Background: an optimization exercise with open tools, aiming at small area, a short achievable clock period and few clock cycles per item. Do not read the settings as production practice. No run shown here included a check of the RTL's function; only the layout flow was run. Power is estimated from default activity; no workload was simulated.

$ cat flow/constraint.sdc
create_clock -name core_clock -period 6.0 [get_ports {clk_i}]
set_input_delay 1.2000 -clock core_clock [delete_from_list [all_inputs] [get_ports {clk_i}]]
set_output_delay 1.2000 -clock core_clock [all_outputs]
set_load 0.01 [all_outputs]
$ cat flow/run.sh
#!/bin/bash
# synth_recipe.tcl (not shown) runs the flow's synth.tcl, then flattens the netlist and writes it again
# the make line also repeats each setting of config.mk as NAME=value (left out here)
make -C /OpenROAD-flow-scripts/flow DESIGN_CONFIG=/design/flow/config.mk WORK_HOME=/design/flow/orfs CLKGATE_MAP_FILE= SYNTH_SCRIPT=/design/flow/synth_recipe.tcl finish
$ cat flow/config.mk
export PLATFORM = sky130hd
export DESIGN_NAME = speech_mouth_pixel_overlay
export DESIGN_NICKNAME = speech_mouth_pixel_overlay
export VERILOG_FILES = /design/flow/design.v
export SDC_FILE = /design/flow/constraint.sdc
export NUM_CORES = 4
export LEC_CHECK = 0
export CAP_MARGIN = 20
export CORE_MARGIN = 2
export CORE_UTILIZATION = 40
export SLEW_MARGIN = 20
$ cat flow/design.v
module smpo_gap #(
  parameter logic [17:0] C = 18'd0
) (
  input  logic [47:0] now_i,
  input  logic [47:0] t_i,
  output logic        lt_o
);
  logic [18:0] u;
  logic        borrow, lt_u;
  logic [29:0] eqb, carry;
  logic        hi_eq, hi_inc;
  assign u      = {1'b0, t_i[17:0]} + {1'b0, C};
  assign borrow = now_i[17:0] < t_i[17:0];
  assign lt_u   = now_i[17:0] < u[17:0];
  assign eqb    = ~(now_i[47:18] ^ t_i[47:18]);
  assign hi_eq  = &eqb;
  assign carry  = {now_i[46:18] | ~t_i[46:18], 1'b0};
  assign hi_inc = &(eqb ~^ carry);
  assign lt_o   = borrow ? (hi_inc & u[18] & lt_u) : (hi_eq & (u[18] | lt_u));
endmodule
module speech_mouth_pixel_overlay (
  input  logic        clk_i,
  input  logic        rst_ni,
  input  logic        in_valid_i,
  output logic        in_stall_o,
  input  logic [94:0] in_item_i,
  output logic        out_valid_o,
  input  logic        out_stall_i,
  output logic [19:0] out_item_o,
  input  logic        cfg_we_i,
  input  logic [2:0]  cfg_idx_i,
  input  logic [15:0] cfg_data_i
);
  localparam logic [1:0] ACT_PIXEL  = 2'd0;
  localparam logic [1:0] ACT_LEVEL  = 2'd1;
  localparam logic [1:0] ACT_ACTIVE = 2'd2;
  localparam logic [1:0] ACT_FRAME  = 2'd3;
  localparam logic [64*13-1:0] ARC_P0 = 832'h006003001800c0060030018006003000c0000000000000000000000000000000000000000000000000000000000000000000000000000000000000000000000000000000000000000000000000000000000000000000000c00c006006003001800c006003001800c;
  localparam logic [64*13-1:0] ARC_P1 = 832'h00c006003001800c006001800c006001800c0030000000000000000000000000000000000000000000000000000000000000000000000000000000000000000000000000000000000000000000000000000000003003001801800c006006003001800c0060030018;
  localparam logic [64*13-1:0] ARC_P2 = 832'h07003801c00e007003800e007001c00e003801c007001c00000000000000000000000000000000000000000000000000000000000000000000000000000000000000000000000000000000000000000001c01c01c00e00e007007003803801c00e007003801c00e0;
  localparam logic [64*13-1:0] ARC_P3 = 832'h1c00e007003801c00e003801c007003800e007001c007001c00700000000000000000000000000000000000000000000000000000000000000000000000000000000000000000000000000000007007007007007003803801c01c00e00e007003801c00e00700380;
  localparam logic [64*13-1:0] ARC_P4 = 832'hf007803c01e00f003c01e00f003c01e007801e00f003c00f003c00f003c000000000000000000000000000000000000000000000000000000000000000000000000000000000000000003c03c03c03c03c03c01e01e01e00f00f007803c03c01e00f007803c01e00;
  function automatic [15:0] arc_mask;
    input [2:0] pose;
    input [5:0] dx;
    reg [12:0] m;
    begin
      case (pose)
        3'd0:    m = ARC_P0[13*dx +: 13];
        3'd1:    m = ARC_P1[13*dx +: 13];
        3'd2:    m = ARC_P2[13*dx +: 13];
        3'd3:    m = ARC_P3[13*dx +: 13];
        default: m = ARC_P4[13*dx +: 13];
      endcase
      arc_mask = {3'b000, m};
    end
  endfunction
  logic [1:0]  act;
  logic [9:0]  px, py;
  logic [15:0] pin;
  logic [7:0]  level;
  logic        flag;
  logic [47:0] now;
  assign act   = in_item_i[94:93];
  assign px    = in_item_i[92:83];
  assign py    = in_item_i[82:73];
  assign pin   = in_item_i[72:57];
  assign level = in_item_i[56:49];
  assign flag  = in_item_i[48];
  assign now   = in_item_i[47:0];
  logic [9:0]  left_q, top_q, cx_q, cy_q;
  logic [10:0] right_q, bottom_q;
  logic [15:0] black_q, white_q;
  always_ff @(posedge clk_i or negedge rst_ni) begin
    if (!rst_ni) begin
      left_q   <= 10'd0;
      top_q    <= 10'd0;
      right_q  <= 11'd0;
      bottom_q <= 11'd0;
      cx_q     <= 10'd0;
      cy_q     <= 10'd0;
      black_q  <= 16'h0000;
      white_q  <= 16'hFFFF;
    end else if (cfg_we_i) begin
      case (cfg_idx_i)
        3'd0:    left_q   <= cfg_data_i[9:0];
        3'd1:    top_q    <= cfg_data_i[9:0];
        3'd2:    right_q  <= cfg_data_i[10:0];
        3'd3:    bottom_q <= cfg_data_i[10:0];
        3'd4:    cx_q     <= cfg_data_i[9:0];
        3'd5:    cy_q     <= cfg_data_i[9:0];
        3'd6:    black_q  <= cfg_data_i;
        default: white_q  <= cfg_data_i;
      endcase
    end
  end
  logic s1_valid_q, s1_hit_q;
  logic [15:0] s1_pix_q;
  logic adv, accept;
  assign adv        = !(s1_valid_q && out_stall_i);
  assign in_stall_o = !adv;
  assign accept     = in_valid_i && adv;
  logic        active_q;
  logic [2:0]  target_q, render_q;
  logic [47:0] voice_q, step_q;
  logic        voice_recent, step_recent;
  logic        level_nz;
  logic [2:0]  req;
  smpo_gap #(.C(18'd200000)) u_voice_gap (.now_i(now), .t_i(voice_q), .lt_o(voice_recent));
  smpo_gap #(.C(18'd40000))  u_step_gap  (.now_i(now), .t_i(step_q),  .lt_o(step_recent));
  assign level_nz = (level != 8'd0);
  assign req      = (level > 8'd4) ? 3'd4 : level[2:0];
  always_ff @(posedge clk_i or negedge rst_ni) begin
    if (!rst_ni) begin
      active_q <= 1'b0;
      target_q <= 3'd0;
      render_q <= 3'd0;
    end else if (accept) begin
      case (act)
        ACT_LEVEL: begin
          if (active_q) begin
            if (level_nz) begin
              target_q <= req;
            end else if (!voice_recent) begin
              target_q <= 3'd0;
            end
          end
        end
        ACT_ACTIVE: begin
          active_q <= flag;
          target_q <= 3'd0;
          render_q <= 3'd0;
        end
        ACT_FRAME: begin
          if (active_q && !step_recent) begin
            if (render_q < target_q) begin
              render_q <= render_q + 3'd1;
            end else if (render_q > target_q) begin
              render_q <= render_q - 3'd1;
            end
          end
        end
        default: begin
        end
      endcase
    end
  end
  always_ff @(posedge clk_i) begin
    if (accept && (act == ACT_ACTIVE || (act == ACT_LEVEL && active_q && level_nz))) begin
      voice_q <= now;
    end
    if (accept && (act == ACT_ACTIVE || (act == ACT_FRAME && active_q && !step_recent))) begin
      step_q <= now;
    end
  end
  logic        compose, in_rect, bright, erase, hit;
  logic [10:0] dx, dy;
  logic [7:0]  weight;
  logic [15:0] mask;
  assign compose = active_q && (act == ACT_PIXEL);
  assign in_rect = (px >= left_q) && ({1'b0, px} < right_q)
                && (py >= top_q) && ({1'b0, py} < bottom_q);
  assign weight  = {2'b0, pin[15:11], 1'b0} + {2'b0, pin[10:5]} + {2'b0, pin[4:0], 1'b0};
  assign bright  = (weight >= 8'd20);
  assign erase   = compose && in_rect && bright;
  assign dx   = {1'b0, px} - {1'b0, cx_q};
  assign dy   = {1'b0, py} - {1'b0, cy_q};
  assign mask = arc_mask(render_q, dx[5:0]);
  assign hit  = compose && (dx[10:5] == 6'h00 || dx[10:5] == 6'h3f) && (dy[10:4] == 7'h00)
             && mask[dy[3:0]];
  always_ff @(posedge clk_i or negedge rst_ni) begin
    if (!rst_ni) begin
      s1_valid_q <= 1'b0;
    end else if (adv) begin
      s1_valid_q <= in_valid_i;
    end
  end
  always_ff @(posedge clk_i) begin
    if (adv) begin
      s1_hit_q <= hit;
      s1_pix_q <= erase ? black_q : pin;
    end
  end
  assign out_valid_o = s1_valid_q;
  assign out_item_o  = {s1_hit_q ? white_q : s1_pix_q, 1'b0, render_q};
endmodule
==> results of run 1 <==
[cells by family after synthesis]
kind of cell / synth area share
buffers and inverters: 0.0491
adders and majority gates: 0.175
muxes: 0.0812
other: 0.000255
DFF: 0.406
AOI/OAI and AO/OA: 0.123
and+or+nand+nor: 0.107
xor gates and xnor gates: 0.0582
[cell type report]
| type | instances | area, sq um | area share |
|---|---|---|---|
| flip-flops and latches | 215 | 5970 | 0.340 |
| inverters | 145 | 544 | 0.0310 |
| clock buffers | 35 | 778 | 0.0443 |
| repair buffers | 158 | 1560 | 0.0886 |
| clock inverters | 11 | 87.6 | 0.00499 |
| multi-input cells | 998 | 8040 | 0.458 |
| well taps | 468 | 586 | 0.0334 |
[through the flow]
stage | hold WS (ns) | worst slack [ns] | instances | util
floorplan | 0.474 | 1.42 | 1401 | -
global placement | 0.482 | 0.733 | 1981 | 0.457
detailed placement | 0.490 | 0.648 | 1982 | 0.457
CTS | 0.504 | 1.21 | 2028 | 0.481
global route | 0.516 | 1.00 | 2030 | 0.482
finish | 0.504 | 1.27 | 2030 | 0.482
[flip-flops by register name, indices dropped and copies added (netlist names), 10 cells and up]
register / flops
right_q: 11
cy_q: 10
s1_pix_q: 16
left_q: 10
white_q: 16
top_q: 10
cx_q: 10
bottom_q: 11
black_q: 16
voice_q: 48
step_q: 48
[synthesized netlist by cell type, types with 4 or more instances]
master / instances / area [sq um]
sky130_fd_sc_hd__a2111oi_0: 11 / 96.3
sky130_fd_sc_hd__a211oi_1: 14 / 105
sky130_fd_sc_hd__a21o_1: 29 / 218
sky130_fd_sc_hd__a21oi_1: 66 / 330
sky130_fd_sc_hd__a221oi_1: 6 / 52.6
sky130_fd_sc_hd__a31oi_1: 9 / 56.3
sky130_fd_sc_hd__and3_1: 5 / 31.3
sky130_fd_sc_hd__and4_1: 4 / 35.0
sky130_fd_sc_hd__buf_2: 7 / 35.0
sky130_fd_sc_hd__clkbuf_1: 34 / 128
sky130_fd_sc_hd__dfrtp_1: 86 / 2150
sky130_fd_sc_hd__dfstp_2: 16 / 420
sky130_fd_sc_hd__edfxtp_1: 113 / 3390
sky130_fd_sc_hd__fa_1: 8 / 160
sky130_fd_sc_hd__ha_1: 193 / 2410
sky130_fd_sc_hd__inv_1: 143 / 537
sky130_fd_sc_hd__mux2_2: 94 / 1060
sky130_fd_sc_hd__mux2i_1: 9 / 90.1
sky130_fd_sc_hd__nand2_1: 97 / 364
sky130_fd_sc_hd__nand2b_1: 17 / 106
sky130_fd_sc_hd__nand3_1: 26 / 130
sky130_fd_sc_hd__nand4_1: 32 / 200
sky130_fd_sc_hd__nor2_1: 53 / 199
sky130_fd_sc_hd__nor2b_1: 15 / 93.8
sky130_fd_sc_hd__nor3_1: 21 / 105
sky130_fd_sc_hd__nor3b_1: 4 / 30.0
sky130_fd_sc_hd__nor4_1: 16 / 100
sky130_fd_sc_hd__nor4b_1: 4 / 35.0
sky130_fd_sc_hd__o2111ai_1: 5 / 43.8
sky130_fd_sc_hd__o211ai_1: 13 / 97.6
sky130_fd_sc_hd__o21a_1: 6 / 45.0
sky130_fd_sc_hd__o21ai_0: 83 / 415
sky130_fd_sc_hd__o21ai_1: 6 / 30.0
sky130_fd_sc_hd__o31ai_1: 5 / 37.5
sky130_fd_sc_hd__xnor2_1: 54 / 473
sky130_fd_sc_hd__xor2_1: 38 / 333
[per-layer routing]
| layer | up-vias | track usage | wire (um) |
|---|---|---|---|
| met5 | - | 0 | 0 |
| met4 | 0 | 0.0651 | 1130 |
| met1 | 5271 | 0.262 | 16700 |
| met3 | 68 | 0.0253 | 1630 |
| met2 | 283 | 0.337 | 18200 |
| li1 | 5366 | - | - |
[power breakdown]
group          switching [mW]  total [mW]  leakage [nW]  internal [mW]
combinational            1.06        1.82          4.72          0.765
sequential             0.0826        1.84          2.26           1.76
clock                   0.645        1.60         0.435          0.951
[cells in the final DEF (no fill, tap or decap), types with 11 or more instances in the layout]
cell,synthesis,final
sky130_fd_sc_hd__a2111oi_0,11,11
sky130_fd_sc_hd__a211oi_1,14,14
sky130_fd_sc_hd__a21o_1,29,29
sky130_fd_sc_hd__a21oi_1,66,66
sky130_fd_sc_hd__buf_4,2,17
sky130_fd_sc_hd__clkbuf_16,0,29
sky130_fd_sc_hd__clkdlybuf4s50_1,0,138
sky130_fd_sc_hd__dfrtp_1,86,86
sky130_fd_sc_hd__dfstp_2,16,16
sky130_fd_sc_hd__edfxtp_1,113,113
sky130_fd_sc_hd__ha_1,193,193
sky130_fd_sc_hd__inv_1,143,143
sky130_fd_sc_hd__mux2_2,94,94
sky130_fd_sc_hd__nand2_1,97,97
sky130_fd_sc_hd__nand2b_1,17,17
sky130_fd_sc_hd__nand3_1,26,26
sky130_fd_sc_hd__nand4_1,32,32
sky130_fd_sc_hd__nor2_1,53,53
sky130_fd_sc_hd__nor2b_1,15,15
sky130_fd_sc_hd__nor3_1,21,21
sky130_fd_sc_hd__nor4_1,16,16
sky130_fd_sc_hd__o211ai_1,13,13
sky130_fd_sc_hd__o21ai_0,83,83
sky130_fd_sc_hd__xnor2_1,54,54
sky130_fd_sc_hd__xor2_1,38,38
[critical path, cell delays in order, from the launching register on]
cell	delay [ns]
sky130_fd_sc_hd__edfxtp_1	0.44
sky130_fd_sc_hd__ha_1	0.26
sky130_fd_sc_hd__a31oi_1	0.30
sky130_fd_sc_hd__nand2_1	0.13
sky130_fd_sc_hd__a31oi_1	0.25
sky130_fd_sc_hd__xnor2_1	0.10
sky130_fd_sc_hd__ha_1	0.28
sky130_fd_sc_hd__and3_1	0.21
sky130_fd_sc_hd__nand3_1	0.11
sky130_fd_sc_hd__or4_1	0.50
sky130_fd_sc_hd__o211ai_1	0.18
sky130_fd_sc_hd__o22a_1	0.20
sky130_fd_sc_hd__a211oi_1	0.08
sky130_fd_sc_hd__a211oi_1	0.51
sky130_fd_sc_hd__o21a_2	0.52
sky130_fd_sc_hd__buf_12	0.29
[final timing paths]
check / slack [ns] / startpoint / cells past startpoint / to
setup reg to reg: 1.27 / step_q[6] / 15 / step_q[30]
hold reg to reg: 0.50 / black_q[13] / 1 / black_q[13]
hold / removal: 0.50 / black_q[13] / 1 / black_q[13]
setup / recovery: 1.27 / step_q[6] / 15 / step_q[30]
min in group asynchronous: 0.78 / rst_ni / 1 / left_q[5]
max in group asynchronous: 4.16 / rst_ni / 2 / white_q[10]
==> flow_results.org, run 1 <==
** Run status
- Status :: no timing/DRC/antenna violations

** Global route
- Global route overflow :: 0
- Largest net degree at the start of global routing :: 66
- Number of global-route vias before repair :: 11156
- Global-route wire length before repair :: 60400 um
- For this run, the total global-route usage over all layers was measured as 0.198.
- The initial antenna violation count is 0.

** Routing
- Antenna Nets Post-Route :: 0
- The final route contains 10988 vias.
- For this run, design rule violations remaining after detail routing come to 0.
- Via density per instance :: 5.41
- The routed design has 37600 um of wire.
- The first routing iteration left 761 violations.
- The first detailed-routing pass ran for 7 iterations.
- In the final routed layout, each cell accounts on average for 18.5 um.

** Timing
- Final setup violation count :: 0
- Max_slew headroom :: 0.244
- The final number of max-transition violations was 0.
- Counting I/O delays and the setup requirement, the final critical path takes 4.73 ns.
- Setup repair after global routing left no endpoint under its margin.
- Fraction of the cycle the final worst path needs :: 0.788
- Highest clock frequency the design can meet :: 211 MHz
- Hold Vio Cnt, Final :: 0
- Across the routed clock network, the largest skew measured is 0.0261 ns.
- At the pin with the least slew margin, the transition time is 1.13 ns.
- After routing, the total negative slack on setup checks comes to 0 ns.

** Min path
- The path class of the tightest hold or removal check is reg2reg.

** Die
- For this configuration, the core starts out at a cell density of 0.403.
- I/O pin cnt :: 141
- The floorplan has 70 rows.
- Die area :: 38300 sq um
- Die height :: 196 um
- The die is 196 um wide.
- Floorplan Core Area :: 36400 sq um

** Clock network
- Clock slew at reported path FFs :: 0.06 ns
- In this run, post-CTS hold repair placed 0 buffers.
- Clock tree synthesis inserted a total of 25 buffers.
- For the worst-skew pair, the clock arrives at the later sink with an insertion delay of 0.55 ns.
- TritonCTS clock tree :: yes
- Counting along the longest clock path gives a buffer depth of 3.
- CTS H-tree lvls :: 1
- The tree is rooted in a sky130_fd_sc_hd__clkbuf_16.
- Number of sinks handled by clock tree synthesis :: 215
- After clock tree synthesis, the setup repair step added 0 buffers.
- Post-cts repair resize count :: 0

** Finish
- Signed area change from the synthesized netlist to the final layout :: 19.5%
- Post-Layout Inst Area :: 17600 sq um
- Counting the fill cells in the layout gives 3371.
- The number of antenna diodes in the final layout is 0.
- For this run, the post-layout net count is 1863.
- Proportion of layout cells with a drive suffix above 1 :: 0.120

** Power
- Dividing total power by cell area gives a power density of 300 nW/um^2.
- Overall power consumption after layout is estimated at 5.26 mW.
- Across the VDD grid, the largest voltage drop is 0.000204 V.
- In this run the static leakage power is 7.42 nW.

** Setup path
- By startpoint and endpoint, the worst setup path is classified as reg2reg.
- STA puts the critical path data required time at 6.24 ns.
- Largest driver fanout on the critical path :: 33
- Startpoint class of the critical path :: flip-flop
- For the worst setup path, the data arrival time is 4.97 ns.
- Critical Path Sink Type :: flip-flop

** Logic synthesis
- Post-Synthesis Cells :: 1401
- Count of flip-flops with a built-in enable after synthesis :: 113
- Sequential-to-total area share from yosys stat :: 0.406
- Yosys warning count :: 1
- Synthesis inferred 215 register bits.
- Among all flip-flop cells after synthesis, the most frequent one is sky130_fd_sc_hd__edfxtp_1.
- The mapped netlist covers 14700 sq um.
- Dividing the synthesized area by the synthesized cell count gives 10.5 sq um.
- In the synthesized netlist the async set-or-reset flop fraction comes to 0.474.
- Counting every net in the synthesized netlist gives 1721.
- Counting distinct cell types in the post-synthesis netlist gives 74.

** Run
- Max-Cap Viols :: 0

** Placement
- Port bufs :: 139
- Post-DP HPWL :: 28000 um
- The placed instances occupy a cell area of 16700 sq um.
- Routability cong. :: 0.887
==> run 2: changes to the inputs <==
--- a/flow/config.mk
+++ b/flow/config.mk
@@ -8,4 +8,5 @@
 export CAP_MARGIN = 20
 export CORE_MARGIN = 2
 export CORE_UTILIZATION = 40
+export SETUP_SLACK_MARGIN = 3.0
 export SLEW_MARGIN = 20
==> flow_results.org, run 2 <==
** Logic synthesis
- The biggest area contributor in the post-synthesis netlist is sky130_fd_sc_hd__edfxtp_1.
- Unique masters post-synth :: 74 (unchanged)
- Post-synth ARST share :: 0.474 (unchanged)
- Primary FF master, synth :: sky130_fd_sc_hd__edfxtp_1
- Post-synth top cells :: 193 x sky130_fd_sc_hd__ha_1, 143 x sky130_fd_sc_hd__inv_1, 113 x sky130_fd_sc_hd__edfxtp_1
- Cell with the most instances after synthesis :: sky130_fd_sc_hd__ha_1
- Top-area cell type share of the netlist area :: 0.231 (unchanged)
- Leading cell types by total area after synthesis :: sky130_fd_sc_hd__edfxtp_1 23%, sky130_fd_sc_hd__ha_1 16%, sky130_fd_sc_hd__dfrtp_1 15%
- Net count after synthesis :: 1721 (unchanged)
- The register bit count reported by yosys was 215 (unchanged).
- Post-Synthesis Cells :: 1401 (unchanged)
- Count of flip-flops with a built-in enable after synthesis :: 113 (unchanged)
- Post-synth design cell area :: 14700 sq um (unchanged)
- The mean post-synth cell area is 10.5 sq um (unchanged).
- Yosys warning count :: 1 (unchanged)
- The sequential share of the synthesized area came to 0.406 (unchanged).

** Placement
- The HPWL after detailed placement is 28500 um (+1.8%).
- Routability cong. :: 0.872 (-1.7%)
- The worst setup slack before clock tree synthesis was 0.857 ns (+0.209 ns).
- Placed cell count :: 1977 (-0.25%)
- Port bufs :: 139 (unchanged)

** Timing
- The final number of max-transition violations came to 0 (unchanged).
- Setup TNS after final layout :: 0 ns (unchanged)
- Final setup violation count :: 0 (unchanged)
- The highest clock frequency the design can meet came to 260 MHz (+23%).
- The actual transition at the worst max-transition pin is 0.912 ns (-0.220 ns).
- Hold Vio Cnt, Final :: 0 (unchanged)
- The setup slack of the critical path after layout was 2.16 ns (+0.885 ns).
- The worst-case clock skew was 0.0156 ns (-0.0105 ns).
- The post-route clock period utilization was 0.641 (-0.147).
- Min Tclk post-route :: 3.84 ns (-0.885 ns)
- Max_slew headroom :: 0.390 (+0.147)
- Unrepaired setup endpoints after global routing :: true

** Setup path
- The data arrival time at the worst-slack endpoint was 4.10 ns (-0.87 ns).
- Required time of the worst setup path :: 6.26 ns (+0.02 ns)
- The worst setup path is captured at a flip-flop.
- The number of cells on the worst reg-to-reg path was 17 (+2).
- The critical-path maximum fanout came to 6 (-82%).
- Source of the critical timing path :: in_item_i[83]
- Launch instance of the worst register-to-register path :: step_q[6]
- Worst-case register-to-register setup slack :: 2.17 ns (+0.90 ns)
- Reg-to-Reg End :: step_q[15]
- Critical Setup Path Class :: in2reg
- Critical Path End :: s1_hit_q
- STA classifies the critical path startpoint as a primary input.

** Die
- Die height :: 196 um (unchanged)
- The floorplan row count is 70 (unchanged).
- The floorplan core area was 36400 sq um (unchanged).
- Starting density of the core :: 0.403 (unchanged)
- The full die area was 38300 sq um (unchanged).
- The number of top-level pins came to 141 (unchanged).
- The horizontal die dimension was 196 um (unchanged).

** Clock network
- The maximum count of clock buffers along a single path is 3 (unchanged).
- Clock root cell :: sky130_fd_sc_hd__clkbuf_16
- The total CTS buffers was 24 (-4.0%).
- The total number of clock tree sinks came to 215 (unchanged).
- Clock slew at reported path FFs :: 0.06 ns (about the same)
- TritonCTS built the clock tree.
- Number of buffers added to fix hold violations after cts :: 0 (unchanged)
- The H-tree depth is 1 (unchanged).
- Worst-Skew Late Latency :: 0.52 ns (-0.03 ns)

** Global route
- The via count of the first global-routing pass was 11654 (+4.5%).
- Gr usage total :: 0.217 (+0.0190)
- Global-route wire length before repair :: 65800 um (+9.0%)
- The initial antenna violation count came to 3 (+3).
- The total congestion overflow is 0 (unchanged).
- Largest net degree at the start of global routing :: 74 (+12%)

** Power
- Power density over the cells :: 288 nW/um^2 (-3.9%)
- Static leakage :: 7.90 nW (+6.4%)
- The peak supply drop is 0.000253 V (+24%).
- The total design power was 5.44 mW (+3.3%).

** Routing
- Via density per instance :: 5.48 (+1.2%)
- Number of optimization iterations in the first detailed-route pass :: 5 (-2)
- The antenna violation net count after detailed routing is 0 (unchanged).
- Routed wire length :: 41600 um (+11%)
- The routed length per instance was 20.0 um (+8.0%).
- The total number of vias was 11399 (+3.7%).
- Initial detailed-routing violation count :: 668 (-12%)
- # DRC :: 0 (unchanged)

** Min path
- Type of the worst min-delay path :: reg2reg
- Min-delay src :: cy_q[6]

** Run status
- Status :: no timing/DRC/antenna violations

** Run
- The number of max-capacitance violations reported is 0 (unchanged).

** Finish
- Sequential Area :: 5970 sq um (about the same)
- In the final layout, the registers with the most flip-flops are step_q: 48 flops, voice_q: 48 flops.
- Proportion of layout cells with a drive suffix above 1 :: 0.227 (+0.107)
- Non-Filler Instances :: 2080 (+2.5%)
- Multi-input combinational cell area :: 9040 sq um (+12%)
- Relative to the synthesized area, the layout overhead comes to 28.5%.
- The library cell used most frequently in the layout, excluding fill and tap cells, is sky130_fd_sc_hd__ha_1.
- Highest-count cells in the layout ignoring fill and taps :: 164 x sky130_fd_sc_hd__ha_1, 123 x sky130_fd_sc_hd__inv_1, 113 x sky130_fd_sc_hd__edfxtp_1
- The net total in the final layout was 1913 (+2.7%).
- The count of fill cells added during filler insertion is 3278 (-2.8%).
[run 2: cell count changes in the layout (fill, tap and decap cells not counted), sizes merged, moves of 3 or more]
cell	previous run	this run
o21a	6	13
clkdlybuf4s50	138	65
clkdlybuf4s15	0	11
dlygate4sd2	0	37
buf	20	79
dlymetal6s2s	0	5
inv	147	144
clkinvlp	0	3
diode	0	3
[run 2: repair_timing]
item                       4_1_cts  5_1_grt
gates resized for setup        251       57
buffers inserted                40        7
pin swaps                       51       30
gates cloned                    11        0
setup endpoints to repair       89      148
hold endpoints to repair         0        0
[run 2: metrics by stage]
stage,utilization,instance area [sq um],hold slack (ns)
after floorplan,-,14900,0.474
final,0.518,18900,0.502
after CTS,0.511,18600,0.507
after detailed placement,0.462,16800,0.492
after global placement,0.461,16800,0.482
after global routing,0.518,18900,0.515
[run 2: worst min path at each step]
stage          cells past startpoint         end  slack, ns
4_1_cts                            1     cy_q[6]       0.51
6_report                           1     cy_q[6]       0.50
3_3_place_gp                       1  black_q[4]       0.48
5_1_grt                            1     cy_q[6]       0.51
2_1_floorplan                      1  black_q[0]       0.47
3_5_place_dp                       1  black_q[1]       0.49
[run 2: critical path, cell delays in order]
cell and delay, ns:
sky130_fd_sc_hd__clkdlybuf4s15_2 0.26, sky130_fd_sc_hd__inv_12 0.08, sky130_fd_sc_hd__ha_4 0.12, sky130_fd_sc_hd__inv_2 0.04
sky130_fd_sc_hd__fa_2 0.51, sky130_fd_sc_hd__xnor2_4 0.32, sky130_fd_sc_hd__mux2i_1 0.27, sky130_fd_sc_hd__a31oi_1 0.12
sky130_fd_sc_hd__o2111ai_1 0.19, sky130_fd_sc_hd__o31ai_1 0.10, sky130_fd_sc_hd__mux4_2 0.47, sky130_fd_sc_hd__a31oi_1 0.21
sky130_fd_sc_hd__a41o_1 0.16, sky130_fd_sc_hd__nor4_2 0.05
[run 2: final cells by class]
class                   count  area share
clock buffers              31      0.0354
inverters                 145      0.0295
diodes                      3    0.000397
multi-input cells        1007       0.479
well taps                 468      0.0310
repair buffers            200       0.103
flip-flops and latches    215       0.316
clock inverters            11     0.00583
[run 2: routing by layer]
layer | vias to the layer above | global-route usage | share of wire
met5 | - | 0 | 0
met4 | 0 | 0.0575 | 0.020
met3 | 56 | 0.0239 | 0.041
met2 | 253 | 0.359 | 0.47
met1 | 5597 | 0.304 | 0.47
li1 | 5493 | - | -
[run 2: cell families after synthesis]
| kind of cell | Yosys count | synth area share |
|---|---|---|
| AND/OR/NAND/NOR | 311 | 0.107 |
| other | 1 | 0.000255 |
| flip-flops | 215 | 0.406 |
| adder cells (fa/ha/maj) | 201 | 0.175 |
| AO/OA/AOI/OAI | 285 | 0.123 |
| multiplexers | 105 | 0.0812 |
| buffers and inverters | 188 | 0.0491 |
| XOR/XNOR | 95 | 0.0582 |
[run 2: where the power goes]
part	switching [mW]	internal, mW
registers	0.0892	1.76
clock network	0.613	0.868
logic	1.19	0.919
==> run 3: changes to the inputs <==
--- a/flow/design.v
+++ b/flow/design.v
@@ -1,3 +1,64 @@
+module smpo_lt #(
+  parameter int N = 8
+) (
+  input  logic [N-1:0] a_i,
+  input  logic [N-1:0] b_i,
+  output logic         lt_o
+);
+  localparam int L = (N > 1) ? $clog2(N) : 0;
+  localparam int P = 1 << L;
+  logic [(L+1)*P-1:0] lt_t, gt_t;
+  always_comb begin
+    lt_t = '0;
+    gt_t = '0;
+    for (int i = 0; i < N; i++) begin
+      lt_t[i] = ~a_i[i] & b_i[i];
+      gt_t[i] = a_i[i] & ~b_i[i];
+    end
+    for (int l = 1; l <= L; l++) begin
+      for (int j = 0; j < (P >> l); j++) begin
+        lt_t[l*P+j] = lt_t[(l-1)*P+2*j+1] | (~gt_t[(l-1)*P+2*j+1] & lt_t[(l-1)*P+2*j]);
+        gt_t[l*P+j] = gt_t[(l-1)*P+2*j+1] | (~lt_t[(l-1)*P+2*j+1] & gt_t[(l-1)*P+2*j]);
+      end
+    end
+    lt_o = lt_t[L*P];
+  end
+endmodule
+module smpo_add #(
+  parameter int N = 8
+) (
+  input  logic [N-1:0] a_i,
+  input  logic [N-1:0] b_i,
+  input  logic         ci_i,
+  output logic [N:0]   s_o
+);
+  localparam int L = (N > 1) ? $clog2(N) : 0;
+  logic [N-1:0] g, p, gg, pp, g_n, p_n;
+  always_comb begin
+    g  = a_i & b_i;
+    p  = a_i | b_i;
+    g[0] = (a_i[0] & b_i[0]) | (ci_i & (a_i[0] | b_i[0]));
+    gg = g;
+    pp = p;
+    for (int l = 0; l < L; l++) begin
+      g_n = gg;
+      p_n = pp;
+      for (int i = 0; i < N; i++) begin
+        if ((i >> l) % 2 == 1) begin
+          g_n[i] = gg[i] | (pp[i] & gg[((i >> l) << l) - 1]);
+          p_n[i] = pp[i] & pp[((i >> l) << l) - 1];
+        end
+      end
+      gg = g_n;
+      pp = p_n;
+    end
+    s_o[0] = a_i[0] ^ b_i[0] ^ ci_i;
+    for (int i = 1; i < N; i++) begin
+      s_o[i] = a_i[i] ^ b_i[i] ^ gg[i-1];
+    end
+    s_o[N] = gg[N-1];
+  end
+endmodule
 module smpo_gap #(
   parameter logic [17:0] C = 18'd0
 ) (
@@ -8,15 +69,15 @@
   logic [18:0] u;
   logic        borrow, lt_u;
   logic [29:0] eqb, carry;
-  logic        hi_eq, hi_inc;
-  assign u      = {1'b0, t_i[17:0]} + {1'b0, C};
-  assign borrow = now_i[17:0] < t_i[17:0];
-  assign lt_u   = now_i[17:0] < u[17:0];
+  logic        hi_up, hi_zero;
+  smpo_add #(.N(18)) u_u (.a_i(t_i[17:0]), .b_i(C), .ci_i(1'b0), .s_o(u));
+  smpo_lt #(.N(18)) u_borrow (.a_i(now_i[17:0]), .b_i(t_i[17:0]), .lt_o(borrow));
+  smpo_lt #(.N(18)) u_ltu (.a_i(now_i[17:0]), .b_i(u[17:0]), .lt_o(lt_u));
   assign eqb    = ~(now_i[47:18] ^ t_i[47:18]);
-  assign hi_eq  = &eqb;
   assign carry  = {now_i[46:18] | ~t_i[46:18], 1'b0};
-  assign hi_inc = &(eqb ~^ carry);
-  assign lt_o   = borrow ? (hi_inc & u[18] & lt_u) : (hi_eq & (u[18] | lt_u));
+  assign hi_up  = &(eqb[29:1] ~^ carry[29:1]);
+  assign hi_zero = hi_up && (eqb[0] != borrow);
+  assign lt_o   = hi_zero && (borrow ? (u[18] && lt_u) : (u[18] || lt_u));
 endmodule
 module speech_mouth_pixel_overlay (
   input  logic        clk_i,
@@ -54,6 +115,16 @@
       endcase
       arc_mask = {3'b000, m};
     end
+  endfunction
+  function automatic sum_zero5;
+    input [4:0] a;
+    input [4:0] b;
+    sum_zero5 = ((a ^ b) == {a[3:0] | b[3:0], 1'b0});
+  endfunction
+  function automatic sum_zero6;
+    input [5:0] a;
+    input [5:0] b;
+    sum_zero6 = ((a ^ b) == {a[4:0] | b[4:0], 1'b0});
   endfunction
   logic [1:0]  act;
   logic [9:0]  px, py;
@@ -154,20 +225,42 @@
     end
   end
   logic        compose, in_rect, bright, erase, hit;
-  logic [10:0] dx, dy;
+  logic        x_lt_left, x_lt_right, y_lt_top, y_lt_bottom, dim;
   logic [7:0]  weight;
+  logic        bx, x_eq, x_up, x_dn, dx_small;
+  logic        by, y_eq, y_up, dy_small;
+  logic [5:0]  dx;
+  logic [6:0]  dx_s;
+  logic [4:0]  dy_s;
+  logic [5:0]  rb;
+  logic [3:0]  dy;
   logic [15:0] mask;
   assign compose = active_q && (act == ACT_PIXEL);
-  assign in_rect = (px >= left_q) && ({1'b0, px} < right_q)
-                && (py >= top_q) && ({1'b0, py} < bottom_q);
-  assign weight  = {2'b0, pin[15:11], 1'b0} + {2'b0, pin[10:5]} + {2'b0, pin[4:0], 1'b0};
-  assign bright  = (weight >= 8'd20);
+  smpo_lt #(.N(10)) u_x_left   (.a_i(px), .b_i(left_q), .lt_o(x_lt_left));
+  smpo_lt #(.N(11)) u_x_right  (.a_i({1'b0, px}), .b_i(right_q), .lt_o(x_lt_right));
+  smpo_lt #(.N(10)) u_y_top    (.a_i(py), .b_i(top_q), .lt_o(y_lt_top));
+  smpo_lt #(.N(11)) u_y_bottom (.a_i({1'b0, py}), .b_i(bottom_q), .lt_o(y_lt_bottom));
+  assign in_rect = !x_lt_left && x_lt_right && !y_lt_top && y_lt_bottom;
+  smpo_add #(.N(5)) u_rb (.a_i(pin[15:11]), .b_i(pin[4:0]), .ci_i(1'b0), .s_o(rb));
+  smpo_add #(.N(7)) u_w (.a_i({rb, 1'b0}), .b_i({1'b0, pin[10:5]}), .ci_i(1'b0), .s_o(weight));
+  smpo_lt #(.N(8)) u_dim (.a_i(weight), .b_i(8'd20), .lt_o(dim));
+  assign bright  = !dim;
   assign erase   = compose && in_rect && bright;
-  assign dx   = {1'b0, px} - {1'b0, cx_q};
-  assign dy   = {1'b0, py} - {1'b0, cy_q};
-  assign mask = arc_mask(render_q, dx[5:0]);
-  assign hit  = compose && (dx[10:5] == 6'h00 || dx[10:5] == 6'h3f) && (dy[10:4] == 7'h00)
-             && mask[dy[3:0]];
+  smpo_lt #(.N(5)) u_bx (.a_i(px[4:0]), .b_i(cx_q[4:0]), .lt_o(bx));
+  assign x_eq     = (px[9:5] == cx_q[9:5]);
+  assign x_up     = sum_zero5(px[9:5], ~cx_q[9:5]) && !(&cx_q[9:5]);    
+  assign x_dn     = sum_zero5(~px[9:5], cx_q[9:5]) && !(&px[9:5]);      
+  assign dx_small = x_eq || (bx ? x_up : x_dn);
+  smpo_add #(.N(6)) u_dx (.a_i(px[5:0]), .b_i(~cx_q[5:0]), .ci_i(1'b1), .s_o(dx_s));
+  assign dx       = dx_s[5:0];
+  smpo_lt #(.N(4)) u_by (.a_i(py[3:0]), .b_i(cy_q[3:0]), .lt_o(by));
+  assign y_eq     = (py[9:4] == cy_q[9:4]);
+  assign y_up     = sum_zero6(py[9:4], ~cy_q[9:4]) && !(&cy_q[9:4]);    
+  assign dy_small = by ? y_up : y_eq;
+  smpo_add #(.N(4)) u_dy (.a_i(py[3:0]), .b_i(~cy_q[3:0]), .ci_i(1'b1), .s_o(dy_s));
+  assign dy       = dy_s[3:0];
+  assign mask = arc_mask(render_q, dx);
+  assign hit  = compose && dx_small && dy_small && mask[dy];
   always_ff @(posedge clk_i or negedge rst_ni) begin
     if (!rst_ni) begin
       s1_valid_q <= 1'b0;
==> flow_results.org, run 3 <==
** Timing
- Clk_skew :: 0.0157 ns (+0.0000423 ns)
- Final setup violation count :: 0 (unchanged)
- Number of slew-limit violations in the final report :: 0 (unchanged)
- Max_slew headroom :: 0.409 (+0.0190)
- The final critical delay including setup and external delays came to 4.09 ns (+0.243 ns).
- The post-route setup TNS is 0 ns (unchanged).
- The post-route clock period utilization was 0.681 (+0.0405).
- Unrepaired setup endpoints after global routing :: true
- Final setup slack of the worst path :: 1.91 ns (-0.243 ns)
- Hold Vio Cnt, Final :: 0 (unchanged)
- The highest clock frequency the design can meet came to 245 MHz (-5.9%).
- The actual transition at the worst max-transition pin was 0.886 ns (-0.0266 ns).

** Finish
- The final instance area was 19200 sq um (+1.5%).
- The fraction of layout cells with a size suffix above 1 came to 0.333 (+0.106).
- Relative to the synthesized area, the layout overhead comes to 33.9%.
- Highest-count cells in the layout ignoring fill and taps :: 113 x sky130_fd_sc_hd__edfxtp_1, 104 x sky130_fd_sc_hd__inv_1, 99 x sky130_fd_sc_hd__mux2_2
- Commonest non-fill, non-tap cell in the layout :: sky130_fd_sc_hd__edfxtp_1
- Post-layout net count :: 1820 (-4.9%)
- Number of filler cells placed in the layout :: 3094 (-5.6%)
- The largest registers in the layout are step_q: 48 flops, voice_q: 48 flops.

** Run
- Max-Cap Viols :: 0 (unchanged)

** Routing
- Routed signal wires occupy layers up through met5.
- # DRC :: 0 (unchanged)
- The iteration count of the initial detailed-routing pass came to 7 (+2).
- The antenna violation net count after detailed routing was 0 (unchanged).
- Routed wire length on met3 :: 1870 um (+8.8%)
- Initial detailed-routing violation count :: 715 (+7.0%)
- The met1 wire length is 17600 um (-9.2%).
- Via Count :: 11334 (-0.57%)
- The total met2 wirelength after detailed routing was 19600 um (-0.64%).
- The routed length per instance came to 19.6 um (-2.3%).
- Via density per instance :: 5.52 (+0.74%)
- Routed wire length :: 40200 um (-3.6%)

** Setup path
- Required time of the worst setup path :: 6.28 ns (+0.02 ns)
- Critical Setup Path Class :: in2reg
- CP Buf/Inv Count :: 4 (+1)
- Tracing the worst setup path back leads to its startpoint at in_item_i[74].
- Critical Path Slowest Stage Cell :: sky130_fd_sc_hd__maj3_1
- Dominant delay contributor by cell family on the critical path :: adder cells
- Largest driver fanout on the critical path :: 8 (+2)
- Cells along the critical path :: clkdlybuf4s15_1 > inv_1 > maj3_1 > maj3_1 > maj3_1 > maj3_1 > maj3_1 > nand3b_1 > nand4b_4 > buf_12 > buf_16 > mux2_4
- The data arrival time at the worst-slack endpoint was 4.37 ns (+0.27 ns).
- Stage delay of the slowest cell on the critical path :: 0.37 ns (-0.14 ns)
- In this design, the critical path's most frequently occurring cell is sky130_fd_sc_hd__maj3_1.
- Critical Path Sink Type :: flip-flop
- Startpoint class of the critical path :: primary input
- In this run the critical register-to-register path is launched from step_q[7].

** Logic synthesis
- Yosys attributes the largest share of cell area to sky130_fd_sc_hd__edfxtp_1 24%, sky130_fd_sc_hd__dfrtp_1 15%, sky130_fd_sc_hd__ha_1 11%.
- In the synthesized netlist, the cells that appear most often are 134 x sky130_fd_sc_hd__inv_1, 122 x sky130_fd_sc_hd__ha_1, 113 x sky130_fd_sc_hd__edfxtp_1.
- Yosys warning count :: 12 (+11)
- Count of flip-flops with a built-in enable after synthesis :: 113 (unchanged)
- Primary FF master, synth :: sky130_fd_sc_hd__edfxtp_1
- Most area-hungry cell type in the Yosys netlist :: sky130_fd_sc_hd__edfxtp_1
- Unique masters post-synth :: 73 (-1.4%)
- The combined area of all synthesized cells came to 14300 sq um (-2.6%).
- Flop and latch count out of synthesis :: 215 (unchanged)
- sky130_fd_sc_hd__inv_1 is the most common cell in the netlist.
- The share of synthesized registers carrying an async set or reset came to 0.474 (unchanged).
- The synthesized netlist net count is 1594 (-7.4%).
- Sequential-to-total area share from yosys stat :: 0.417 (+0.0108)
- The fraction of synthesized cell area taken by the top area cell type was 0.237 (+0.00612).
- The synthesized instance count is 1343 (-4.1%).
- The mean post-synth cell area is 10.7 sq um (+1.6%).

** Global route
- Largest net degree at the start of global routing :: 69 (-6.8%)
- Antenna violations before repair :: 2 (-1)
- Gr usage total :: 0.211 (-0.00612)
- Global-route wire length before repair :: 61400 um (-6.6%)
- The total congestion overflow was 0 (unchanged).
- Number of global-route vias before repair :: 11146 (-4.4%)

** Min path
- The tightest min-delay check is of the reg2reg type.
- Min-delay src :: black_q[6]

** Die
- The die outline height is 193 um (-1.3%).
- The starting density of the core was 0.404 (+0.00112).
- Horizontal die dimension :: 193 um (-1.3%)
- The floorplan row count is 69 (-1.4%).
- The floorplan core area was 35400 sq um (-2.9%).
- I/O pin cnt :: 141 (unchanged)
- The full die area came to 37300 sq um (-2.5%).

** Run status
- The run finished with no timing, DRC or antenna violations.

** Clock network
- Clock tree synthesis selected as its root buffer the cell sky130_fd_sc_hd__clkbuf_16.
- The total number of clock tree sinks came to 215 (unchanged).
- The number of hold-repair buffers added at the cts stage came to 0 (unchanged).
- The clock-pin slew on the worst setup and hold paths came to 0.06 ns (about the same).
- The maximum count of clock buffers along a single path came to 3 (unchanged).
- The source-to-sink clock delay at the later pin of the worst-skew pair was 0.54 ns (+0.02 ns).
- TritonCTS clock tree :: yes
- The H-tree depth was 1 (unchanged).
- Clock buffers created by TritonCTS :: 27 (+13%)

** Placement
- Cell Area, Placed :: 16400 sq um (-2.6%)
- Routability cong. :: 0.855 (-2.0%)
- The HPWL after detailed placement is 26400 um (-7.3%).
- The worst setup slack before clock tree synthesis is 0.750 ns (-0.107 ns).
- The total of buffers placed on input and output ports is 139 (unchanged).

** Power
- The power density relative to cell area was 293 nW/um^2 (+1.7%).
- The peak supply drop came to 0.000255 V (+0.77%).
- The static leakage was 7.76 nW (-1.7%).
- Total Power :: 5.62 mW (+3.2%)
==> run 3: changes by cell type in the layout (fill, tap and decap cells not counted), sizes merged, moves of 15 or more <==
cell	change
a21o	-24
nand2	-28
ha	-71
o21ai	-24
nand3	-15
mux2	+26
nor2b	+19
maj3	+46
dlygate4sd2	-16
buf	+62
==> run 3: path summary, 6_finish.rpt <==
path	to	slack, ns	cells past startpoint
max	s1_pix_q[7]	1.91	12
min	black_q[6]	0.51	1
max reg2reg	step_q[37]	2.41	16
min reg2reg	black_q[6]	0.51	1
max in group asynchronous	render_q[1]	4.15	2
min in group asynchronous	black_q[1]	0.78	1
==> run 3: routing by layer <==
metal	vias to the layer above	GRT usage
li1	5329	-
met1	5594	0.286
met2	338	0.355
met3	71	0.0244
met4	2	0.0621
met5	-	0
==> run 3: worst reg2reg max path, cell delays in order, from the launching register on <==
cell                        delay [ns]
sky130_fd_sc_hd__edfxtp_1         0.44
sky130_fd_sc_hd__ha_4             0.22
sky130_fd_sc_hd__and3_4           0.15
sky130_fd_sc_hd__o211ai_1         0.23
sky130_fd_sc_hd__nand2b_1         0.13
sky130_fd_sc_hd__ha_2             0.21
sky130_fd_sc_hd__xnor2_2          0.19
sky130_fd_sc_hd__nor2_2           0.07
sky130_fd_sc_hd__o31ai_2          0.29
sky130_fd_sc_hd__a21o_1           0.17
sky130_fd_sc_hd__o22ai_2          0.10
sky130_fd_sc_hd__o2111ai_1        0.21
sky130_fd_sc_hd__o21ai_1          0.10
sky130_fd_sc_hd__buf_4            0.16
sky130_fd_sc_hd__nor2_4           0.25
sky130_fd_sc_hd__buf_6            0.16
sky130_fd_sc_hd__o21ba_4          0.21
==> run 3: report_power, final <==
part | leakage (nW) | internal, mW | switching (mW)
Clock | 0.463 | 1.02 | 0.651
Combinational | 5.05 | 0.945 | 1.10
Sequential | 2.26 | 1.77 | 0.135
==> run 3: final cells by class <==
cell class                 count  area, sq um  area share
clock inverter                15          141     0.00738
tap                          461          577      0.0301
clock buffer                  35          790      0.0412
inverter                     134          546      0.0285
sequential                   215         5970       0.311
multi-input combinational    951         8790       0.459
timing repair buffer         240         2350       0.123
antenna                        2         5.00    0.000261
==> run 3: kinds of logic after synthesis <==
| group | after synthesis | synth area share |
|---|---|---|
| AO/OA/AOI/OAI | 271 | 0.123 |
| flip-flops | 215 | 0.417 |
| multiplexers | 129 | 0.103 |
| AND/OR/NAND/NOR | 274 | 0.0985 |
| buffers and inverters | 185 | 0.0496 |
| XOR/XNOR | 90 | 0.0551 |
| other | 1 | 0.000262 |
| adder cells (fa/ha/maj) | 178 | 0.153 |
==> run 3: metrics by stage <==
step / cells / utilization / hold WS (ns)
floorplan: 1343 / - / 0.473
CTS: 2028 / 0.524 / 0.508
global placement: 1910 / 0.463 / 0.485
global route: 2052 / 0.541 / 0.524
finish: 2053 / 0.542 / 0.506
detailed placement: 1910 / 0.463 / 0.489
==> run 3: repair_timing <==
item	in CTS	in global routing
gates resized for setup	356	174
cloned	10	0
setup endpoints to repair	130	129
pin swaps	92	83
buffers inserted	58	23
==> run 4: changes to the inputs <==
--- a/flow/config.mk
+++ b/flow/config.mk
@@ -8,5 +8,5 @@
 export CAP_MARGIN = 20
 export CORE_MARGIN = 2
 export CORE_UTILIZATION = 40
-export SETUP_SLACK_MARGIN = 3.0
+export SETUP_SLACK_MARGIN = 2.5
 export SLEW_MARGIN = 20
==> flow_results.org, run 4 <==
** Logic synthesis
- Top-area cell type share of the netlist area :: 0.237 (unchanged)
- The number of warnings printed during yosys synthesis is 12 (unchanged).
- The most common cell in the synthesized netlist is sky130_fd_sc_hd__inv_1.
- Synthesized-area fraction occupied by and/or/nand/nor cells :: 0.0985 (unchanged)
- Post-synth ARST share :: 0.474 (unchanged)
- Primary FF master, synth :: sky130_fd_sc_hd__edfxtp_1
- Post-Synthesis Cells :: 1343 (unchanged)
- Mux contribution to synthesized area :: 0.103 (unchanged)
- The synthesized-area fraction occupied by xor and xnor cells was 0.0551 (unchanged).
- Most area-hungry cell type in the Yosys netlist :: sky130_fd_sc_hd__edfxtp_1
- The sequential share of the synthesized area is 0.417 (unchanged).
- Count of flip-flops with a built-in enable after synthesis :: 113 (unchanged)
- By area, the combinational part of the netlist is dominated by adder cells.
- The post-synthesis adder-cell area fraction was 0.153 (unchanged).
- The synthesized netlist net count was 1594 (unchanged).
- Post-synth design cell area :: 14300 sq um (unchanged)
- Post-synth top cells :: 134 x sky130_fd_sc_hd__inv_1, 122 x sky130_fd_sc_hd__ha_1, 113 x sky130_fd_sc_hd__edfxtp_1
- Leading cell types by total area after synthesis :: sky130_fd_sc_hd__edfxtp_1 24%, sky130_fd_sc_hd__dfrtp_1 15%, sky130_fd_sc_hd__ha_1 11%
- The number of different library cells in the post-synthesis netlist came to 73 (unchanged).
- The mean post-synth cell area is 10.7 sq um (unchanged).
- Flop and latch count out of synthesis :: 215 (unchanged)
- The compound-gate portion of the synthesized area is 0.123 (unchanged).

** Timing
- Hold Vio Cnt, Final :: 0 (unchanged)
- Final setup slack of the worst path :: 1.86 ns (-0.0521 ns)
- Setup repair after global routing could not meet its margin everywhere.
- The post-route setup TNS is 0 ns (unchanged).
- The post-route clock period utilization came to 0.690 (+0.00868).
- The highest clock frequency the design can meet was 242 MHz (-1.3%).
- The worst-case clock skew is 0.0148 ns (-0.000867 ns).
- The headroom to the max-slew limit is 0.324 (-0.0850).
- The final critical delay including setup and external delays is 4.14 ns (+0.0521 ns).
- Final setup violation count :: 0 (unchanged)
- The final number of max-transition violations was 0 (unchanged).
- The actual transition at the worst max-transition pin was 1.01 ns (+0.125 ns).
- The tightest hold margin is 0.501 ns (-0.00458 ns).

** Placement
- Pre-CTS setup slack :: 0.776 ns (+0.0259 ns)
- The cell count after placement was 1908 (-0.10%).
- The final weighted congestion of routability-driven global placement came to 0.889 (+4.0%).
- The total of buffers placed on input and output ports came to 139 (unchanged).
- The HPWL after detailed placement was 26100 um (-1.3%).
- Cell Area, Placed :: 16300 sq um (-0.29%)

** Routing
- The per-cell via count in the routed design came to 5.46 (-1.0%).
- Via Count :: 10934 (-3.5%)
- Initial detailed-routing violation count :: 596 (-17%)
- The routed length per instance was 18.9 um (-3.5%).
- The sum of routed wire length over all layers came to 37800 um (-6.0%).
- The iteration count of the initial detailed-routing pass is 5 (-2).
- The antenna violation net count after detailed routing is 0 (unchanged).
- # DRC :: 0 (unchanged)

** Setup path
- R2R depth :: 11 (-5)
- Reg-to-Reg End :: s1_pix_q[15]
- The critical path ends at s1_pix_q[14].
- The worst register-to-register path begins at right_q[0].
- Critical Path Sink Type :: flip-flop
- The number of logic stages on the critical path including buffering came to 16 (+4).
- For this design, the slowest cell found on the critical path is sky130_fd_sc_hd__fa_1.
- The kind of cell with the highest combined delay along the critical path is adder cells.
- The critical path is of the in2reg type.
- The register-to-register path setup slack is 2.47 ns (+0.06 ns).
- Source of the critical timing path :: in_item_i[69]
- Stage delay of the slowest cell on the critical path :: 0.53 ns (+0.16 ns)
- STA classifies the critical path startpoint as a primary input.
- The data arrival time at the worst-slack endpoint was 4.42 ns (+0.05 ns).
- Cells along the critical path :: dlygate4sd2_1 > fa_2 > inv_2 > fa_1 > ha_2 > inv_2 > a21oi_4 > fa_2 > a21oi_2 > nor4b_2 > a221oi_1 > o21ai_1 > nand4b_4 > buf_12 > buf_16 > mux2_4
- Required time of the worst setup path :: 6.29 ns (about the same)
- CP Buf/Inv Count :: 5 (+1)
- Largest driver fanout on the critical path :: 8 (unchanged)

** Clock network
- Worst-Skew Late Latency :: 0.54 ns (about the same)
- The maximum count of clock buffers along a single path is 3 (unchanged).
- TritonCTS built the clock tree.
- The clock-pin slew on the worst setup and hold paths came to 0.06 ns (about the same).
- The total CTS buffers came to 27 (unchanged).
- Number of buffers added to fix hold violations after cts :: 0 (unchanged)
- The H-tree depth came to 1 (unchanged).
- Number of sinks handled by clock tree synthesis :: 215 (unchanged)
- Clock root cell :: sky130_fd_sc_hd__clkbuf_16

** Finish
- The area growth from synthesis to layout is 27.8%.
- The fraction of layout cells with a size suffix above 1 came to 0.235 (-0.0976).
- Final core occ :: 0.517 (-0.0248)
- In the layout the commonest cells are 117 x sky130_fd_sc_hd__inv_1, 113 x sky130_fd_sc_hd__edfxtp_1, 102 x sky130_fd_sc_hd__mux2_2.
- Commonest non-fill, non-tap cell in the layout :: sky130_fd_sc_hd__inv_1
- The non-filler instance count after layout was 2001 (-2.5%).
- Post-layout net count :: 1770 (-2.7%)
- The largest registers in the layout are step_q: 48 flops, voice_q: 48 flops.
- Ant. Diodes :: 0 (-2)
- The final instance area is 18300 sq um (-4.6%).
- Number of filler cells placed in the layout :: 3227 (+4.3%)

** Global route
- Number of global-route vias before repair :: 11048 (-0.88%)
- Gr usage total :: 0.204 (-0.00691)
- The first-pass GRT wire length was 59700 um (-2.9%).
- Largest net degree at the start of global routing :: 65 (-5.8%)
- The initial antenna violation count came to 1 (-1).
- The total congestion overflow was 0 (unchanged).

** Die
- The number of top-level pins came to 141 (unchanged).
- Horizontal die dimension :: 193 um (unchanged)
- Starting density of the core :: 0.404 (unchanged)
- Die area :: 37300 sq um (unchanged)
- Floorplan Core Area :: 35400 sq um (unchanged)
- Placement row count :: 69 (unchanged)
- Die height :: 193 um (unchanged)

** Min path
- Min-delay src :: bottom_q[6]
- In this run the worst hold path is classified as reg2reg.

** Run
- The number of max-capacitance violations reported came to 0 (unchanged).

** Power
- Power density over the cells :: 293 nW/um^2 (+0.15%)
- The peak supply drop was 0.000215 V (-16%).
- The static leakage came to 7.55 nW (-2.7%).
- Total Power :: 5.37 mW (-4.4%)

** Run status
- Status :: no timing/DRC/antenna violations
run 4: layout make-up:
type,instances,area (sq um),share of cell area
multi-input cells,950,8410,0.460
flip-flops and latches,215,5970,0.326
clock buffers,38,737,0.0403
well taps,461,577,0.0315
clock inverters,12,83.8,0.00458
inverters,134,515,0.0282
repair buffers,191,2010,0.110
run 4: timing repair:
action / in CTS / in global routing
setup buffers: 30 / 3
setup endpoints to repair: 88 / 102
resized for setup: 152 / 81
pin swaps: 55 / 48
hold endpoints to repair: 0 / 0
gates cloned: 9 / 0
run 4: cells by family (layout without fill, tap and decap cells):
logic type,after synthesis,in the layout
AOI/OAI and AO/OA,271,278
adders and majority gates,178,178
DFF,215,215
buffers and inverters,185,375
and+or+nand+nor,274,274
other,1,1
muxes,129,129
xor gates and xnor gates,90,90
run 4: worst min-delay path by stage:
stage,depth (start not counted),to,slack (ns)
6_report,1,bottom_q[6],0.50
5_1_grt,1,top_q[3],0.53
4_1_cts,1,bottom_q[6],0.51
3_5_place_dp,1,black_q[2],0.49
3_3_place_gp,1,left_q[0],0.49
2_1_floorplan,1,top_q[0],0.47
run 4: layer usage:
metal	part of all wire	GRT usage	wire length (um)	vias up
met1	0.45	0.276	16900	5399
met5	0.00029	0	11	-
met3	0.046	0.0271	1730	58
li1	-	-	-	5217
met2	0.48	0.344	18200	258
met4	0.024	0.0559	918	2
run 4: power by group:
group	internal, mW	switching (mW)	leakage (nW)
Combinational	0.906	1.05	4.89
Sequential	1.77	0.130	2.26
Clock	0.894	0.618	0.406
==> run 5: changes to the inputs <==
--- a/flow/design.v
+++ b/flow/design.v
@@ -70,9 +70,9 @@
   logic        borrow, lt_u;
   logic [29:0] eqb, carry;
   logic        hi_up, hi_zero;
-  smpo_add #(.N(18)) u_u (.a_i(t_i[17:0]), .b_i(C), .ci_i(1'b0), .s_o(u));
-  smpo_lt #(.N(18)) u_borrow (.a_i(now_i[17:0]), .b_i(t_i[17:0]), .lt_o(borrow));
-  smpo_lt #(.N(18)) u_ltu (.a_i(now_i[17:0]), .b_i(u[17:0]), .lt_o(lt_u));
+  assign u      = {1'b0, t_i[17:0]} + {1'b0, C};
+  assign borrow = now_i[17:0] < t_i[17:0];
+  assign lt_u   = now_i[17:0] < u[17:0];
   assign eqb    = ~(now_i[47:18] ^ t_i[47:18]);
   assign carry  = {now_i[46:18] | ~t_i[46:18], 1'b0};
   assign hi_up  = &(eqb[29:1] ~^ carry[29:1]);
@@ -225,40 +225,33 @@
     end
   end
   logic        compose, in_rect, bright, erase, hit;
-  logic        x_lt_left, x_lt_right, y_lt_top, y_lt_bottom, dim;
-  logic [7:0]  weight;
+  logic        x_lt_left, x_lt_right, y_lt_top, y_lt_bottom;
+  logic [6:0]  weight;
   logic        bx, x_eq, x_up, x_dn, dx_small;
   logic        by, y_eq, y_up, dy_small;
   logic [5:0]  dx;
-  logic [6:0]  dx_s;
-  logic [4:0]  dy_s;
-  logic [5:0]  rb;
   logic [3:0]  dy;
   logic [15:0] mask;
   assign compose = active_q && (act == ACT_PIXEL);
-  smpo_lt #(.N(10)) u_x_left   (.a_i(px), .b_i(left_q), .lt_o(x_lt_left));
-  smpo_lt #(.N(11)) u_x_right  (.a_i({1'b0, px}), .b_i(right_q), .lt_o(x_lt_right));
-  smpo_lt #(.N(10)) u_y_top    (.a_i(py), .b_i(top_q), .lt_o(y_lt_top));
-  smpo_lt #(.N(11)) u_y_bottom (.a_i({1'b0, py}), .b_i(bottom_q), .lt_o(y_lt_bottom));
+  assign x_lt_left   = px < left_q;
+  assign x_lt_right  = {1'b0, px} < right_q;
+  assign y_lt_top    = py < top_q;
+  assign y_lt_bottom = {1'b0, py} < bottom_q;
   assign in_rect = !x_lt_left && x_lt_right && !y_lt_top && y_lt_bottom;
-  smpo_add #(.N(5)) u_rb (.a_i(pin[15:11]), .b_i(pin[4:0]), .ci_i(1'b0), .s_o(rb));
-  smpo_add #(.N(7)) u_w (.a_i({rb, 1'b0}), .b_i({1'b0, pin[10:5]}), .ci_i(1'b0), .s_o(weight));
-  smpo_lt #(.N(8)) u_dim (.a_i(weight), .b_i(8'd20), .lt_o(dim));
-  assign bright  = !dim;
+  assign weight  = {2'b0, pin[15:11]} + {2'b0, pin[4:0]} + {2'b0, pin[10:6]};
+  assign bright  = (weight >= 7'd10);
   assign erase   = compose && in_rect && bright;
-  smpo_lt #(.N(5)) u_bx (.a_i(px[4:0]), .b_i(cx_q[4:0]), .lt_o(bx));
+  assign bx       = px[4:0] < cx_q[4:0];
   assign x_eq     = (px[9:5] == cx_q[9:5]);
   assign x_up     = sum_zero5(px[9:5], ~cx_q[9:5]) && !(&cx_q[9:5]);    
   assign x_dn     = sum_zero5(~px[9:5], cx_q[9:5]) && !(&px[9:5]);      
   assign dx_small = x_eq || (bx ? x_up : x_dn);
-  smpo_add #(.N(6)) u_dx (.a_i(px[5:0]), .b_i(~cx_q[5:0]), .ci_i(1'b1), .s_o(dx_s));
-  assign dx       = dx_s[5:0];
-  smpo_lt #(.N(4)) u_by (.a_i(py[3:0]), .b_i(cy_q[3:0]), .lt_o(by));
+  assign dx       = px[5:0] - cx_q[5:0];
+  assign by       = py[3:0] < cy_q[3:0];
   assign y_eq     = (py[9:4] == cy_q[9:4]);
   assign y_up     = sum_zero6(py[9:4], ~cy_q[9:4]) && !(&cy_q[9:4]);    
   assign dy_small = by ? y_up : y_eq;
-  smpo_add #(.N(4)) u_dy (.a_i(py[3:0]), .b_i(~cy_q[3:0]), .ci_i(1'b1), .s_o(dy_s));
-  assign dy       = dy_s[3:0];
+  assign dy       = py[3:0] - cy_q[3:0];
   assign mask = arc_mask(render_q, dx);
   assign hit  = compose && dx_small && dy_small && mask[dy];
   always_ff @(posedge clk_i or negedge rst_ni) begin
--- a/flow/config.mk
+++ b/flow/config.mk
@@ -8,5 +8,5 @@
 export CAP_MARGIN = 20
 export CORE_MARGIN = 2
 export CORE_UTILIZATION = 40
-export SETUP_SLACK_MARGIN = 2.5
+export SETUP_SLACK_MARGIN = 3.0
 export SLEW_MARGIN = 20
==> flow_results.org, run 5 <==
** Logic synthesis
- The number of different library cells in the post-synthesis netlist is 77 (+5.5%).
- Sequential-to-total area share from yosys stat :: 0.412 (-0.00518)
- Leading cell types by total area after synthesis :: sky130_fd_sc_hd__edfxtp_1 23%, sky130_fd_sc_hd__ha_1 17%, sky130_fd_sc_hd__dfrtp_1 15%
- Count of flip-flops with a built-in enable after synthesis :: 113 (unchanged)
- Cell with the most instances after synthesis :: sky130_fd_sc_hd__ha_1
- Post-synth top cells :: 193 x sky130_fd_sc_hd__ha_1, 150 x sky130_fd_sc_hd__inv_1, 113 x sky130_fd_sc_hd__edfxtp_1
- Net count after synthesis :: 1680 (+5.4%)
- The synthesized design spends more area on one cell type than any other, namely sky130_fd_sc_hd__edfxtp_1.
- Post-Synthesis Cells :: 1360 (+1.3%)
- Post-synth design cell area :: 14500 sq um (+1.3%)
- For this run, the leading register cell type out of synthesis is sky130_fd_sc_hd__edfxtp_1.
- The number of warnings printed during yosys synthesis was 1 (-11).
- Flop and latch count out of synthesis :: 215 (unchanged)
- The share of synthesized registers carrying an async set or reset is 0.474 (unchanged).
- Mean cell area of the mapped netlist :: 10.7 sq um (about the same)
- Top-area cell type share of the netlist area :: 0.234 (-0.00295)

** Die
- The number of top-level pins was 141 (unchanged).
- Floorplan Core Area :: 35700 sq um (+0.73%)
- The full die area came to 37800 sq um (+1.2%).
- Placement row count :: 69 (unchanged)
- Horizontal die dimension :: 194 um (+0.61%)
- The starting density of the core came to 0.407 (+0.00212).
- The die outline height came to 194 um (+0.61%).

** Clock network
- Worst-Skew Late Latency :: 0.55 ns (about the same)
- The tree is rooted in a sky130_fd_sc_hd__clkbuf_16.
- CTS H-tree lvls :: 1 (unchanged)
- Number of sinks handled by clock tree synthesis :: 215 (unchanged)
- TritonCTS clock tree :: yes
- Clock buffers created by TritonCTS :: 26 (-3.7%)
- The maximum count of clock buffers along a single path is 3 (unchanged).
- The number of hold-repair buffers added at the cts stage is 0 (unchanged).
- The clock-pin slew on the worst setup and hold paths came to 0.06 ns (about the same).

** Global route
- The initial antenna violation count came to 1 (unchanged).
- Global-route wire length before repair :: 64700 um (+8.5%)
- The pin count of the biggest net entering global routing came to 67 (+3.1%).
- Gr usage total :: 0.215 (+0.0113)
- The total congestion overflow was 0 (unchanged).
- The via count of the first global-routing pass was 11609 (+5.1%).

** Timing
- Setup repair after global routing could not meet its margin everywhere.
- The hold violation total from the final report is 0 (unchanged).
- The worst-case clock skew came to 0.0242 ns (+0.00938 ns).
- Setup TNS after final layout :: 0 ns (unchanged)
- The final number of max-transition violations is 0 (unchanged).
- Worst slew pin tran :: 0.980 ns (-0.0305 ns)
- The final-report setup violation count is 0 (unchanged).
- Hold slack :: 0.504 ns (+0.00326 ns)
- Min Tclk post-route :: 3.68 ns (-0.462 ns)
- Highest clock frequency the design can meet :: 272 MHz (+13%)
- The headroom to the max-slew limit is 0.344 (+0.0195).
- The post-route clock period utilization came to 0.613 (-0.0770).

** Finish
- The area growth from synthesis to layout is 30.3%.
- The net total in the final layout came to 1895 (+7.1%).
- Commonest non-fill, non-tap cell in the layout :: sky130_fd_sc_hd__ha_1
- Biggest regs :: step_q: 48 flops, voice_q: 48 flops
- Leaving out fill and tap cells, the most frequent cells in the layout are 181 x sky130_fd_sc_hd__ha_1, 143 x sky130_fd_sc_hd__inv_1, 113 x sky130_fd_sc_hd__edfxtp_1.
- The fraction of layout cells with a size suffix above 1 was 0.236 (+0.000672).

** Setup path
- The worst setup path is captured at a flip-flop.
- The worst setup path is launched from a primary input.
- The critical path is of the in2reg type.
- The worst endpoint required time came to 6.30 ns (about the same).
- The critical-path maximum fanout came to 12 (+4).
- The data arrival time at the worst-slack endpoint came to 3.98 ns (-0.44 ns).

** Power
- Static leakage :: 8.10 nW (+7.3%)
- Highest ir drop seen on vdd :: 0.000253 V (+18%)
- Power density over the cells :: 287 nW/um^2 (-2.2%)

** Routing
- Initial detailed-routing violation count :: 806 (+35%)
- Routed wire length :: 40500 um (+7.3%)
- # DRC :: 0 (unchanged)
- Antenna Nets Post-Route :: 0 (unchanged)
- The total number of vias came to 11232 (+2.7%).
- WL/cell :: 19.7 um (+4.4%)
- The per-cell via count in the routed design is 5.46 (about the same).
- Number of optimization iterations in the first detailed-route pass :: 19 (+14)

** Min path
- The tightest min-delay check is of the reg2reg type.

** Run
- Max-Cap Viols :: 0 (unchanged)

** Run status
- The run finished with no timing, DRC or antenna violations.

** Placement
- Port bufs :: 139 (unchanged)
- The HPWL after detailed placement is 27600 um (+5.7%).
- Routability cong. :: 0.901 (+1.3%)
## run 5: cell count changes after synthesis, sizes merged, moves of 13 or more
cell	previous run	this run
nor2b	34	10
inv	134	150
maj3	46	1
mux2	120	92
xnor2	55	68
ha	122	193
nand2	68	84
a21o	5	24
## run 5: final cells by class
cell class,count,area [sq um]
well taps,461,577
clock inverters,7,41.3
flip-flops and latches,215,5970
repair buffers,226,2340
inverters,151,571
clock buffers,41,821
multi-input cells,955,8570
diodes,1,2.50
fillers,3142,16800
## run 5: power breakdown
part	switching [mW]	leakage, nW	internal (mW)
sequential	0.0930	2.25	1.76
clock	0.630	0.417	0.937
combinational	1.06	5.43	0.948
## run 5: per-stage QoR
stage | instance area, sq um | worst slack (ns) | utilization | power (mW) | std cells
2_1_floorplan | 14600 | 2.22 | - | 2.94 | 1360
3_3_place_gp | 16500 | 0.963 | 0.463 | 3.44 | 1931
3_5_place_dp | 16500 | 0.948 | 0.464 | 3.45 | 1933
4_1_cts | 18600 | 2.37 | 0.521 | 5.35 | 2040
5_1_grt | 18900 | 2.17 | 0.530 | 5.71 | 2057
6_report | 18900 | 2.32 | 0.530 | 5.42 | 2057
## run 5: path summary, 6_finish.rpt
kind / from / end / slack, ns / cells past startpoint
max in group asynchronous: rst_ni / white_q[3] / 4.11 / 2
worst max-delay path: in_item_i[16] / step_q[2] / 2.32 / 13
worst min-delay path: bottom_q[2] / bottom_q[2] / 0.50 / 1
min in group asynchronous: rst_ni / s1_valid_q / 0.79 / 1
worst min register to register: bottom_q[2] / bottom_q[2] / 0.50 / 1
worst max register to register: step_q[6] / step_q[2] / 2.34 / 18
## run 5: cells by family after synthesis
logic type	after synthesis	share of synthesized area
AOI/OAI and AO/OA	283	0.128
xor gates and xnor gates	99	0.0603
adders and majority gates	202	0.178
buffers and inverters	193	0.0514
DFF	215	0.412
muxes	98	0.0765
other	1	0.000259
and+or+nand+nor	269	0.0933
## run 5: worst max-delay path: stages
cell and delay (ns):
sky130_fd_sc_hd__clkdlybuf4s50_1 0.55, sky130_fd_sc_hd__ha_1 0.37, sky130_fd_sc_hd__nand4_1 0.11, sky130_fd_sc_hd__nor3_1 0.30, sky130_fd_sc_hd__a21oi_1 0.12, sky130_fd_sc_hd__o211ai_1 0.13, sky130_fd_sc_hd__o221ai_1 0.21, sky130_fd_sc_hd__a211oi_4 0.35
sky130_fd_sc_hd__nor2_2 0.07, sky130_fd_sc_hd__nor2_2 0.16, sky130_fd_sc_hd__nor2_4 0.05, sky130_fd_sc_hd__buf_12 0.16, sky130_fd_sc_hd__buf_16 0.16
## run 5: metal layers
metal	routed length (um)	share of wire	GRT usage	up-vias
met4	980	0.024	0.0530	0
met1	18100	0.45	0.291	5443
met3	2330	0.057	0.0345	80
met2	19100	0.47	0.362	360
li1	-	-	-	5349
met5	0	0	0	-
## run 5: repair_timing
item | 4_1_cts | 5_1_grt
setup buffers | 48 | 15
endpoints found under the setup margin | 122 | 87
gates resized for setup | 236 | 73
pin swaps | 52 | 32
gates cloned | 11 | 1

Re-timed with assumed drivers on the ports (clkbuf_16 on the clock, buf_2 on other inputs), run 5 has 2.345 ns of setup slack against 2.323 ns with ideal ports, and 1.763 ns once port delays also move by the mid clock arrival of 0.585 ns.
